This is an optimization exercise on Yosys and OpenROAD, whose aim is small area, a short achievable clock period and few clock cycles, not a production implementation. Function was checked by simulation only, so behaviour that the tests miss may differ from the original. No activity file was given, so power comes from the tool's default toggle rates.

==> flow/design.v <==
`timescale 1ns / 1ps
package toeq_pkg;
  localparam int FIELD_TIME_W = 40;
  localparam int KIND_W       = 3;
  localparam int IDENT_W      = 16;
  localparam int LINE_W       = 8;
  localparam int OCC_W        = 7;
  localparam int STATUS_W     = 3;
  localparam int APB_ADDR_W = 4;
  localparam int APB_DATA_W = 64;
  localparam logic [APB_ADDR_W-1:0] REG_HORIZON_ADDR = 4'h0;
  typedef enum logic {
    REQ_INSERT = 1'b0,
    REQ_PULL   = 1'b1
  } req_type_t;
  typedef enum logic [STATUS_W-1:0] {
    ST_INSERTED     = 3'd0,
    ST_DROP_HORIZON = 3'd1,
    ST_DROP_FULL    = 3'd2,
    ST_PULLED       = 3'd3,
    ST_END_EVENT    = 3'd4
  } status_t;
  typedef struct packed {
    logic [KIND_W-1:0]  kind;
    logic [IDENT_W-1:0] ident;
    logic [LINE_W-1:0]  line;
  } event_tag_t;
  typedef struct packed {
    logic load_new;
    logic shift_prev;
    logic shift_next;
  } cell_ctrl_t;
endpackage
`timescale 1ns / 1ps
import toeq_pkg::*;
module toeq_gt #(
  parameter int W = 40
) (
  input  logic [W-1:0] a,
  input  logic [W-1:0] b,
  output logic         gt
);
  localparam int N1 = (W + 3) / 4;
  localparam int N2 = (N1 + 3) / 4;
  logic [4*N1-1:0] g0, p0;
  logic [4*N2-1:0] g1, p1;
  logic [3:0]      g2, p2;
  assign g0 = (4*N1)'(a & ~b);
  assign p0 = {{(4*N1-W){1'b1}}, a | ~b};
  for (genvar k = 0; k < 4 * N2; k++) begin : g_l1
    if (k < N1) begin : g_grp
      logic [3:0] g, p;
      assign g = g0[4*k +: 4];
      assign p = p0[4*k +: 4];
      assign g1[k] = g[3] | (p[3] & g[2]) | (p[3] & p[2] & g[1]) | (p[3] & p[2] & p[1] & g[0]);
      assign p1[k] = &p;
    end else begin : g_pad
      assign g1[k] = 1'b0;
      assign p1[k] = 1'b1;
    end
  end
  for (genvar k = 0; k < 4; k++) begin : g_l2
    if (k < N2) begin : g_grp
      logic [3:0] g, p;
      assign g = g1[4*k +: 4];
      assign p = p1[4*k +: 4];
      assign g2[k] = g[3] | (p[3] & g[2]) | (p[3] & p[2] & g[1]) | (p[3] & p[2] & p[1] & g[0]);
      assign p2[k] = &p;
    end else begin : g_pad
      assign g2[k] = 1'b0;
      assign p2[k] = 1'b1;
    end
  end
  assign gt = g2[3] | (p2[3] & g2[2]) | (p2[3] & p2[2] & g2[1]) | (p2[3] & p2[2] & p2[1] & g2[0]);
endmodule
module toeq_cell #(
  parameter int TIME_BITS = 40,
  parameter int TAG_W     = 27
) (
  input  logic                 clk,
  input  logic                 sel_hold,
  input  logic                 sel_prev,
  input  logic                 sel_next,
  input  logic                 sel_new,
  input  logic [TIME_BITS-1:0] new_time,
  input  logic [TAG_W-1:0]     new_tag,
  input  logic [TIME_BITS-1:0] prev_time,
  input  logic [TAG_W-1:0]     prev_tag,
  input  logic [TIME_BITS-1:0] next_time,
  input  logic [TAG_W-1:0]     next_tag,
  output logic [TIME_BITS-1:0] cell_time,
  output logic [TAG_W-1:0]     cell_tag
);
  always_ff @(posedge clk) begin
    cell_time <= ({TIME_BITS{sel_hold}} & cell_time) | ({TIME_BITS{sel_prev}} & prev_time)
               | ({TIME_BITS{sel_next}} & next_time) | ({TIME_BITS{sel_new}}  & new_time);
    cell_tag  <= ({TAG_W{sel_hold}} & cell_tag) | ({TAG_W{sel_prev}} & prev_tag)
               | ({TAG_W{sel_next}} & next_tag) | ({TAG_W{sel_new}}  & new_tag);
  end
endmodule
module toeq_adjust #(
  parameter int N = 64
) (
  input  logic [N-1:0] sel_hold,
  input  logic [N-1:0] sel_prev,
  input  logic [N-1:0] sel_next,
  input  logic [N-1:0] sel_new,
  input  logic [N-1:0] vec,
  input  logic         new_gt,
  output logic [N-1:0] moved
);
  for (genvar i = 0; i < N; i++) begin : g_bit
    logic rp, rn;
    if (i == 0) begin : g_head
      assign rp = 1'b0;
    end else begin : g_body
      assign rp = vec[i-1];
    end
    if (i == N - 1) begin : g_tail
      assign rn = 1'b1;
    end else begin : g_inner
      assign rn = vec[i+1];
    end
    assign moved[i] = (sel_hold[i] && vec[i]) || (sel_prev[i] && rp)
                   || (sel_next[i] && rn) || (sel_new[i] && new_gt);
  end
endmodule
`timescale 1ns / 1ps
import toeq_pkg::*;
module time_ordered_event_queue #(
  parameter int QUEUE_DEPTH = 64,
  parameter int TIME_BITS   = 40
) (
  input  logic                  clk,
  input  logic                  rst,
  input  logic                    req_valid,
  output logic                    req_ready,
  input  logic                    req_type,
  input  logic [FIELD_TIME_W-1:0] req_event_time,
  input  logic [KIND_W-1:0]       req_event_kind,
  input  logic [IDENT_W-1:0]      req_event_ident,
  input  logic [LINE_W-1:0]       req_line_number,
  output logic                    rsp_valid,
  input  logic                    rsp_ready,
  output logic [STATUS_W-1:0]     rsp_status,
  output logic [FIELD_TIME_W-1:0] rsp_out_time,
  output logic [KIND_W-1:0]       rsp_out_kind,
  output logic [IDENT_W-1:0]      rsp_out_ident,
  output logic [LINE_W-1:0]       rsp_out_line,
  output logic [OCC_W-1:0]        rsp_occupancy,
  input  logic                  psel,
  input  logic                  penable,
  input  logic                  pwrite,
  input  logic [APB_ADDR_W-1:0] paddr,
  input  logic [APB_DATA_W-1:0] pwdata,
  output logic [APB_DATA_W-1:0] prdata,
  output logic                  pready
);
  localparam int N     = QUEUE_DEPTH;
  localparam int CNT_W = $clog2(QUEUE_DEPTH + 1);
  localparam int TAG_W = KIND_W + IDENT_W + LINE_W;
  localparam int RES_W = STATUS_W + FIELD_TIME_W + TAG_W + OCC_W;
  logic [TIME_BITS-1:0] horizon;
  assign pready = 1'b1;
  always_ff @(posedge clk) begin
    if (rst) begin
      horizon <= '0;
    end else if (psel && penable && pwrite && (paddr == REG_HORIZON_ADDR)) begin
      horizon <= TIME_BITS'(pwdata[FIELD_TIME_W-1:0]);
    end
  end
  always_comb begin
    prdata = '0;
    if (paddr == REG_HORIZON_ADDR) begin
      prdata = APB_DATA_W'(FIELD_TIME_W'(horizon));
    end
  end
  logic a_valid, b_valid, skid_valid;
  logic exec_b, adv_a, accept;
  logic b_valid_next, skid_next, out_free;
  assign exec_b    = b_valid && !skid_valid;
  assign adv_a     = a_valid;
  assign req_ready = !b_valid_next || !skid_next;
  assign accept    = req_valid && req_ready;
  always_ff @(posedge clk) begin
    a_valid <= !rst && accept;
    b_valid <= b_valid_next;
  end
  logic [TIME_BITS-1:0] in_time;
  logic                 in_past;
  logic [N-1:0]         in_vec;
  logic                 in_ngt;
  assign in_time = TIME_BITS'(req_event_time);
  assign in_past = (in_time >= horizon);
  logic                 a_pull;
  logic [TIME_BITS-1:0] a_time;
  logic [TAG_W-1:0]     a_tag;
  logic                 a_past;
  logic [N-1:0]         a_vec;
  logic                 a_ngt;
  always_ff @(posedge clk) begin
    a_pull <= req_type;
    a_time <= in_time;
    a_tag  <= {req_event_kind, req_event_ident, req_line_number};
    a_past <= in_past;
    a_vec  <= in_vec;
    a_ngt  <= in_ngt;
  end
  logic                 b_pull;
  logic [TIME_BITS-1:0] b_time;
  logic [TAG_W-1:0]     b_tag;
  logic                 b_past;
  logic [N-1:0]         b_after;
  logic [N-1:0]         a_after;
  always_ff @(posedge clk) begin
    if (adv_a) begin
      b_pull  <= a_pull;
      b_time  <= a_time;
      b_tag   <= a_tag;
      b_past  <= a_past;
      b_after <= a_after;
    end
  end
  logic [CNT_W-1:0] count;
  logic [N-1:0]     occ;
  logic             is_full, is_empty, do_insert, do_pull;
  logic [CNT_W-1:0] count_next;
  assign is_full  = occ[N-1];
  assign is_empty = !occ[0];
  logic             pull_next, past_next, exec_next;
  logic [N-1:0]     occ_next;
  assign out_free     = !rsp_valid || rsp_ready;
  assign skid_next    = !rst && !out_free && (skid_valid || exec_b);
  assign b_valid_next = !rst && (adv_a || (b_valid && !exec_b));
  assign pull_next    = adv_a ? a_pull : b_pull;
  assign past_next    = adv_a ? a_past : b_past;
  assign exec_next    = b_valid_next && !skid_next;
  assign occ_next = rst       ? '0
                  : do_insert ? {occ[N-2:0], 1'b1}
                  : do_pull   ? {1'b0, occ[N-1:1]}
                  : occ;
  assign ins_next = exec_next && !pull_next && !past_next && !occ_next[N-1];
  assign pul_next = exec_next && pull_next && occ_next[0];
  always_ff @(posedge clk) begin
    do_insert <= ins_next;
    do_pull   <= pul_next;
  end
  always_comb begin
    count_next = count;
    if (do_insert) begin
      count_next = count + CNT_W'(1);
    end else if (do_pull) begin
      count_next = count - CNT_W'(1);
    end
  end
  always_ff @(posedge clk) begin
    if (rst) begin
      count <= '0;
    end else begin
      count <= count_next;
    end
    occ <= occ_next;
  end
  logic [N-1:0] sel_hold, sel_prev, sel_next, sel_new;
  logic [N-1:0] after_next;
  logic         ins_next, pul_next;
  assign after_next = adv_a ? a_after : b_after;
  assign sel_next   = {N{do_pull}};
  for (genvar i = 0; i < N; i++) begin : g_sel
    logic ap;
    if (i == 0) begin : g_head
      assign ap = 1'b0;
    end else begin : g_body
      assign ap = after_next[i-1];
    end
    always_ff @(posedge clk) begin
      sel_prev[i] <= ins_next && ap;
      sel_new[i]  <= ins_next && after_next[i] && !ap;
      sel_hold[i] <= !pul_next && !(ins_next && after_next[i]);
    end
  end
  logic [TIME_BITS-1:0] cell_time [N];
  logic [TAG_W-1:0]     cell_tag  [N];
  for (genvar i = 0; i < N; i++) begin : g_cell
    logic [TIME_BITS-1:0] prev_time, next_time;
    logic [TAG_W-1:0]     prev_tag,  next_tag;
    if (i == 0) begin : g_head
      assign prev_time = b_time;
      assign prev_tag  = b_tag;
    end else begin : g_body
      assign prev_time = cell_time[i-1];
      assign prev_tag  = cell_tag[i-1];
    end
    if (i == N - 1) begin : g_tail
      assign next_time = cell_time[i];
      assign next_tag  = cell_tag[i];
    end else begin : g_inner
      assign next_time = cell_time[i+1];
      assign next_tag  = cell_tag[i+1];
    end
    toeq_cell #(
      .TIME_BITS(TIME_BITS),
      .TAG_W    (TAG_W)
    ) u_cell (
      .clk      (clk),
      .sel_hold (sel_hold[i]),
      .sel_prev (sel_prev[i]),
      .sel_next (sel_next[i]),
      .sel_new  (sel_new[i]),
      .new_time (b_time),
      .new_tag  (b_tag),
      .prev_time(prev_time),
      .prev_tag (prev_tag),
      .next_time(next_time),
      .next_tag (next_tag),
      .cell_time(cell_time[i]),
      .cell_tag (cell_tag[i])
    );
  end
  logic [N-1:0] raw;
  logic         bn_gt, an_gt;
  for (genvar i = 0; i < N; i++) begin : g_cmp
    logic gt;
    toeq_gt #(.W(TIME_BITS)) u_gt (.a(cell_time[i]), .b(in_time), .gt(gt));
    assign raw[i] = !occ[i] || gt;
  end
  toeq_gt #(.W(TIME_BITS)) u_gt_b (.a(b_time), .b(in_time), .gt(bn_gt));
  toeq_gt #(.W(TIME_BITS)) u_gt_a (.a(a_time), .b(in_time), .gt(an_gt));
  assign in_ngt = a_valid ? an_gt : bn_gt;
  toeq_adjust #(.N(N)) u_adj_in (
    .sel_hold(sel_hold), .sel_prev(sel_prev), .sel_next(sel_next), .sel_new(sel_new),
    .vec(raw), .new_gt(bn_gt), .moved(in_vec)
  );
  toeq_adjust #(.N(N)) u_adj_a (
    .sel_hold(sel_hold), .sel_prev(sel_prev), .sel_next(sel_next), .sel_new(sel_new),
    .vec(a_vec), .new_gt(a_ngt), .moved(a_after)
  );
  logic [STATUS_W-1:0]     ex_status;
  logic [FIELD_TIME_W-1:0] ex_time;
  logic [TAG_W-1:0]        ex_tag;
  always_comb begin
    ex_status = ST_INSERTED;
    ex_time   = '0;
    ex_tag    = '0;
    if (b_pull) begin
      if (is_empty) begin
        ex_status = ST_END_EVENT;
        ex_time   = FIELD_TIME_W'(horizon);
      end else begin
        ex_status = ST_PULLED;
        ex_time   = FIELD_TIME_W'(cell_time[0]);
        ex_tag    = cell_tag[0];
      end
    end else if (b_past) begin
      ex_status = ST_DROP_HORIZON;
    end else if (is_full) begin
      ex_status = ST_DROP_FULL;
    end
  end
  logic [RES_W-1:0] ex_res;
  logic [RES_W-1:0] skid_res;
  logic [RES_W-1:0] out_res;
  assign ex_res   = {ex_status, ex_time, ex_tag, OCC_W'(count_next)};
  always_ff @(posedge clk) begin
    if (rst) begin
      rsp_valid  <= 1'b0;
      skid_valid <= 1'b0;
    end else if (out_free) begin
      rsp_valid  <= skid_valid || exec_b;
      skid_valid <= 1'b0;
    end else if (exec_b) begin
      skid_valid <= 1'b1;
    end
  end
  always_ff @(posedge clk) begin
    if (out_free) begin
      out_res <= skid_valid ? skid_res : ex_res;
    end
    if (!out_free && exec_b) begin
      skid_res <= ex_res;
    end
  end
  assign {rsp_status, rsp_out_time, rsp_out_kind, rsp_out_ident, rsp_out_line, rsp_occupancy} = out_res;
endmodule
==> flow/flow/run.sh <==
#!/bin/bash
# The standard layout (standard.sh, with config.mk's settings) plus three
# changes: the APB address and read-data pins sit together on the die's edge
# (io.tcl, read where the floorplan step reads IO_CONSTRAINTS), the port
# buffers are buf_4 cells instead of the delay buffers buffer_ports would pick,
# and the steps estimate wire parasitics with pessimistic layer RC
# (layer_rc.tcl, read in place of the platform's setRC.tcl).
set -euo pipefail
work=$(pwd)
bash standard.sh \
  "IO_CONSTRAINTS=$work/flow/io.tcl" \
  "BUFFER_PORTS_ARGS=-buffer_cell sky130_fd_sc_hd__buf_4" \
  "LAYER_PARASITICS_FILE=$work/flow/layer_rc.tcl" \
  finish > "$work/standard.log" 2>&1
==> flow/flow/io.tcl <==
set_io_pin_constraint -group -order -pin_names {paddr[0] paddr[1] paddr[2] paddr[3] prdata[0] prdata[1] prdata[2] prdata[3] prdata[4] prdata[5] prdata[6] prdata[7] prdata[8] prdata[9] prdata[10] prdata[11] prdata[12] prdata[13] prdata[14] prdata[15] prdata[16] prdata[17] prdata[18] prdata[19] prdata[20] prdata[21] prdata[22] prdata[23] prdata[24] prdata[25] prdata[26] prdata[27] prdata[28] prdata[29] prdata[30] prdata[31] prdata[32] prdata[33] prdata[34] prdata[35] prdata[36] prdata[37] prdata[38] prdata[39]}
==> flow/flow/layer_rc.tcl <==
set_layer_rc -layer li1 -capacitance 2.248500e-04 -resistance 1.076400e-01
set_layer_rc -layer met1 -capacitance 2.585625e-04 -resistance 1.339350e-03
set_layer_rc -layer met2 -capacitance 2.043495e-04 -resistance 1.339350e-03
set_layer_rc -layer met3 -capacitance 3.224430e-04 -resistance 2.350500e-04
set_layer_rc -layer met4 -capacitance 2.221920e-04 -resistance 2.350500e-04
set_layer_rc -layer met5 -capacitance 2.311305e-04 -resistance 2.671500e-05

set_layer_rc -via mcon -resistance 9.249146E-3
set_layer_rc -via via -resistance 4.5E-3
set_layer_rc -via via2 -resistance 3.368786E-3
set_layer_rc -via via3 -resistance 0.376635E-3
set_layer_rc -via via4 -resistance 0.00580E-3

set_wire_rc -signal -layer met1
set_wire_rc -clock -layer met3
==> flow/standard.sh <==
#!/bin/bash
# synth_recipe.tcl (not shown) runs the flow's synth.tcl, then flattens the netlist and writes it again
# the make line also repeats each setting of config.mk as NAME=value (left out here)
make -C /OpenROAD-flow-scripts/flow DESIGN_CONFIG=/design/flow/config.mk WORK_HOME=/design/flow/orfs CLKGATE_MAP_FILE= SYNTH_SCRIPT=/design/flow/synth_recipe.tcl "${@:-finish}"
==> flow/config.mk <==
export PLATFORM = sky130hd
export DESIGN_NAME = time_ordered_event_queue
export DESIGN_NICKNAME = time_ordered_event_queue
export VERILOG_FILES = /design/flow/design.v
export SDC_FILE = /design/flow/constraint.sdc
export NUM_CORES = 8
export LEC_CHECK = 0
export CAP_MARGIN = 20
export CORE_MARGIN = 2
export CORE_UTILIZATION = 55
export CTS_CLUSTER_DIAMETER = 100
export CTS_CLUSTER_SIZE = 24
export PLACE_DENSITY = 0.65
export SETUP_SLACK_MARGIN = 3.0
export SLEW_MARGIN = 20
export TNS_END_PERCENT = 100
==> flow/constraint.sdc <==
create_clock -name core_clock -period 6.5 [get_ports {clk}]
set_input_delay 1.3000 -clock core_clock [delete_from_list [all_inputs] [get_ports {clk}]]
set_output_delay 1.3000 -clock core_clock [all_outputs]
set_load 0.01 [all_outputs]
==> metrics.cfg <==
[run_status]
run_status = timing/DRC/antenna clean

[cts]
cts.htree.levels = 4
clkTransAtPathRegs_ns = 0.10
cts_sinks = 5016
cts_tree = done
clockRootBuffer = clkbuf_16
clk_path_buf_depth = 4
worstSkewPairLatency_ns = 1.09
numCtsBuffers = 237

[worst_setup_path]
cpPeakStageDelay_ns = 0.33
cp_data_required_time_ns = 5.20
cp-start-kind = primary input
rr_startpoint = b_time[27]$_DFFE_PP_
worst_path_dominant_cell_family = buffers and inverters
crit_chain = buf_8 > nor4_4 > buf_4 > buf_6 > clkbuf_16 > and2_4 > buf_6
crit_slowest_cell = nor4_4
setup.worst_path.start = paddr[2]
critPathArrivalTime_ns = 2.43
cp_max_fo = 5
critPathBufInv = 5
critical_path_class = primary input to output pin
endpoint_kind = output pin
crit_path_frequent_cell = buf_6

[floorplanning]
dieArea_sq_um = 452000
core_region_area_sq_um = 445000
rows = 245
io_pins = 287
fp.dieH_um = 672
fp.dieW_um = 672
initial_utilization = 0.552

[cells_and_area]
drive_gt1_frac = 0.0888
fill_cells = 40773
area.growth.synth_to_final_pct = 7.58
nNetsFinal = 27712

[detailed_routing]
first_pass_iters = 13
antenna_left = 0
drt_iter0_drc = 40211
vias = 250134
drc_errors = 0
wl_per_cell_um = 32.6
routed_wirelength_mm = 1090
viasPerCell = 7.45

[synth]
yosys_warnings = 4
post_synth_num_cell_types = 101
syn_area_per_cell_sq_um = 8.45
synth-seq-area-share = 0.418
synth_area_leaders = dfxtp_1 (39%), a22oi_1 (26%), nand2_1 (7.1%)
yosysMostFrequentCell = a22oi_1
syn_area_sq_um = 246000
yosys.area.top_type = dfxtp_1
synth_flop_cell = dfxtp_1
yosys.area.top_type_share = 0.391
synth_edf_count = 221
netlist_instances = 29082
synth-seq-cells = 5016
async_reset_ff_frac = 0
synth_common_cells = a22oi_1 (8,558), dfxtp_1 (4,795), nand2_1 (4,635)

[global_route]
grt.overflow.total = 0
grt_pass1_vias = 232519
grt_max_degree = 166
antenna_found_initial = 55
grt_usage = 0.455
grt_pass1_wl_mm = 1580

[timing]
min_period_over_period = 0.574
fin_worst_skew_ns = 0.0829
fmax_mhz = 268
worst_pin_slew_ns = 0.978
period_needed_ns = 3.73
setup_viol = 0
setup_tns_ns = 0
rsz0062_at_grt = yes
maxSlewHeadroom = 0.348
slew_violations = 0
finalHoldViolCount = 0
whs_ns = 0.307

[hold_path]
min_from = req_type
hp-class = primary input to flip-flop

[placed_design]
detailed_place_hpwl_mm = 765
io_buffers = 237
place.gp.congestion = 1.02

[pwr]
p_per_area_nw_per_um2 = 300
p_total_mw = 79.4
leakage_nw = 104
ir_drop_mv = 0.372

[run]
drv_cap = 0

-- state kept, by name, indices dropped and copies added (netlist names), 7 cells and up --
| signal | flops |
|---|---|
| a_tag | 27 |
| a_time | 40 |
| a_vec | 64 |
| b_after | 64 |
| b_tag | 27 |
| b_time | 40 |
| count | 7 |
| g_cell.u_cell.cell_tag | 1728 |
| g_cell.u_cell.cell_time | 2560 |
| horizon | 40 |
| occ | 64 |
| out_res | 77 |
| sel_hold | 64 |
| sel_new | 64 |
| sel_prev | 62 |
| skid_res | 77 |
-- area by class of cell --
class | instances | area (sq um) | share of cell area
timing repair buffer | 1415 | 14000 | 0.0529
inverter | 762 | 3270 | 0.0124
clock inverter | 32 | 435 | 0.00165
timing repair inverter | 1 | 11.3 | 0.0000426
multi-input combinational | 20094 | 130000 | 0.492
antenna | 39 | 97.6 | 0.000369
tap | 5928 | 7420 | 0.0281
sequential | 5016 | 103000 | 0.389
clock buffer | 291 | 6290 | 0.0238
-- per-stage QoR --
stage                      util  area, sq um  cells  worst slack, ns
after floorplan               -       246000  29105             2.11
after global placement    0.568       253000  33102            0.291
after detailed placement  0.569       253000  33104             1.24
after CTS                 0.587       261000  33469             2.66
after global routing      0.594       264000  33555             2.68
final                     0.594       264000  33578             2.77
-- cells in the final DEF (no fill, tap or decap), types with 95 or more instances in the layout --
cell,count
a222oi_1,248
dfxtp_2,192
o211ai_1,117
maj3_1,342
inv_1,721
mux2i_1,95
clkbuf_16,253
buf_6,126
nand2_1,4627
nor2_1,731
a211oi_1,101
a22oi_1,8555
nor2b_1,530
nand2b_1,485
a31oi_1,133
o221ai_1,215
buf_4,1067
buf_12,161
dfxtp_1,4589
o21ai_0,385
o22ai_1,388
edfxtp_1,221
nand3_1,145
nor3_1,131
a21o_1,111
a21oi_1,970
-- logic make-up (layout without fill, tap and decap cells) --
logic type      count (synthesis)  count (layout)  share of synthesized area
fa+ha+maj                     411             411                     0.0173
other cells                     2              64                  0.0000306
xor+xnor                        6               6                   0.000214
buf+inv                      3998            2501                     0.0627
mux                           169             169                    0.00726
simple gates                 7225            7228                      0.129
compound gates              12255           12255                      0.366
flops                        5016            5016                      0.418
-- per-layer routing --
| layer | wire length (um) | global-route usage |
|---|---|---|
| met1 | 421000 | 0.599 |
| met2 | 448000 | 0.650 |
| met3 | 148000 | 0.145 |
| met4 | 76500 | 0.269 |
| met5 | 424 | 0.00330 |
-- what timing repair did --
action,in CTS,in global routing
setup buffers,33,51
resized for setup,274,453
pin swaps,24,65
endpoints found under the setup margin,548,398
hold buffers,0,0
gates cloned,9,14
endpoints found under the hold margin,0,0
-- worst paths after layout --
check / endpoint / slack [ns] / cells past startpoint
setup / recovery: prdata[27] / 2.77 / 7
hold / removal: a_pull$_DFF_P_ / 0.31 / 1
setup reg to reg: a_vec[24]$_DFF_P_ / 3.36 / 12
hold reg to reg: b_tag[15]$_DFFE_PP_ / 0.40 / 0
-- power by group --
part / switching (mW) / total, mW / internal, mW
combinational: 8.49 / 15.5 / 6.99
sequential: 8.64 / 45.9 / 37.3
clock: 10.9 / 18.0 / 7.09
Testbench counts, summed over its fixed seeds: cycles 32,024.

-- port drivers added, routing unchanged --
In the flow no input, the clock included, has a driving cell. The finished layout below was timed again as built, in two steps. Step 1 (the two cells are an assumption about what drives the block):
set clk [get_ports {clk}]
set_driving_cell -lib_cell sky130_fd_sc_hd__clkbuf_16 $clk
set_driving_cell -lib_cell sky130_fd_sc_hd__buf_2 [delete_from_list [all_inputs] $clk]
Step 2, shift: input delay + t, output delay - t, t = (earliest + latest rising clock arrival at the registers) / 2. This alone moves slack from input paths to output paths. Three values: ideal, step 1, step 2; two values: the first two.
shift t [ns]: 1.181
setup WS [ns]: 2.766 / 2.718 / 1.805
hold slack, ns: 0.307 / 0.210 / 0.401
latest minus earliest clock arrival (ns): 0.086 / 0.086
slew at the worst register clock pin (ns): 0.11 / 0.11
After both steps this run still meets setup and hold. The setup slack of this run moves by -0.048 ns with the drivers and by -0.961 ns with both steps.
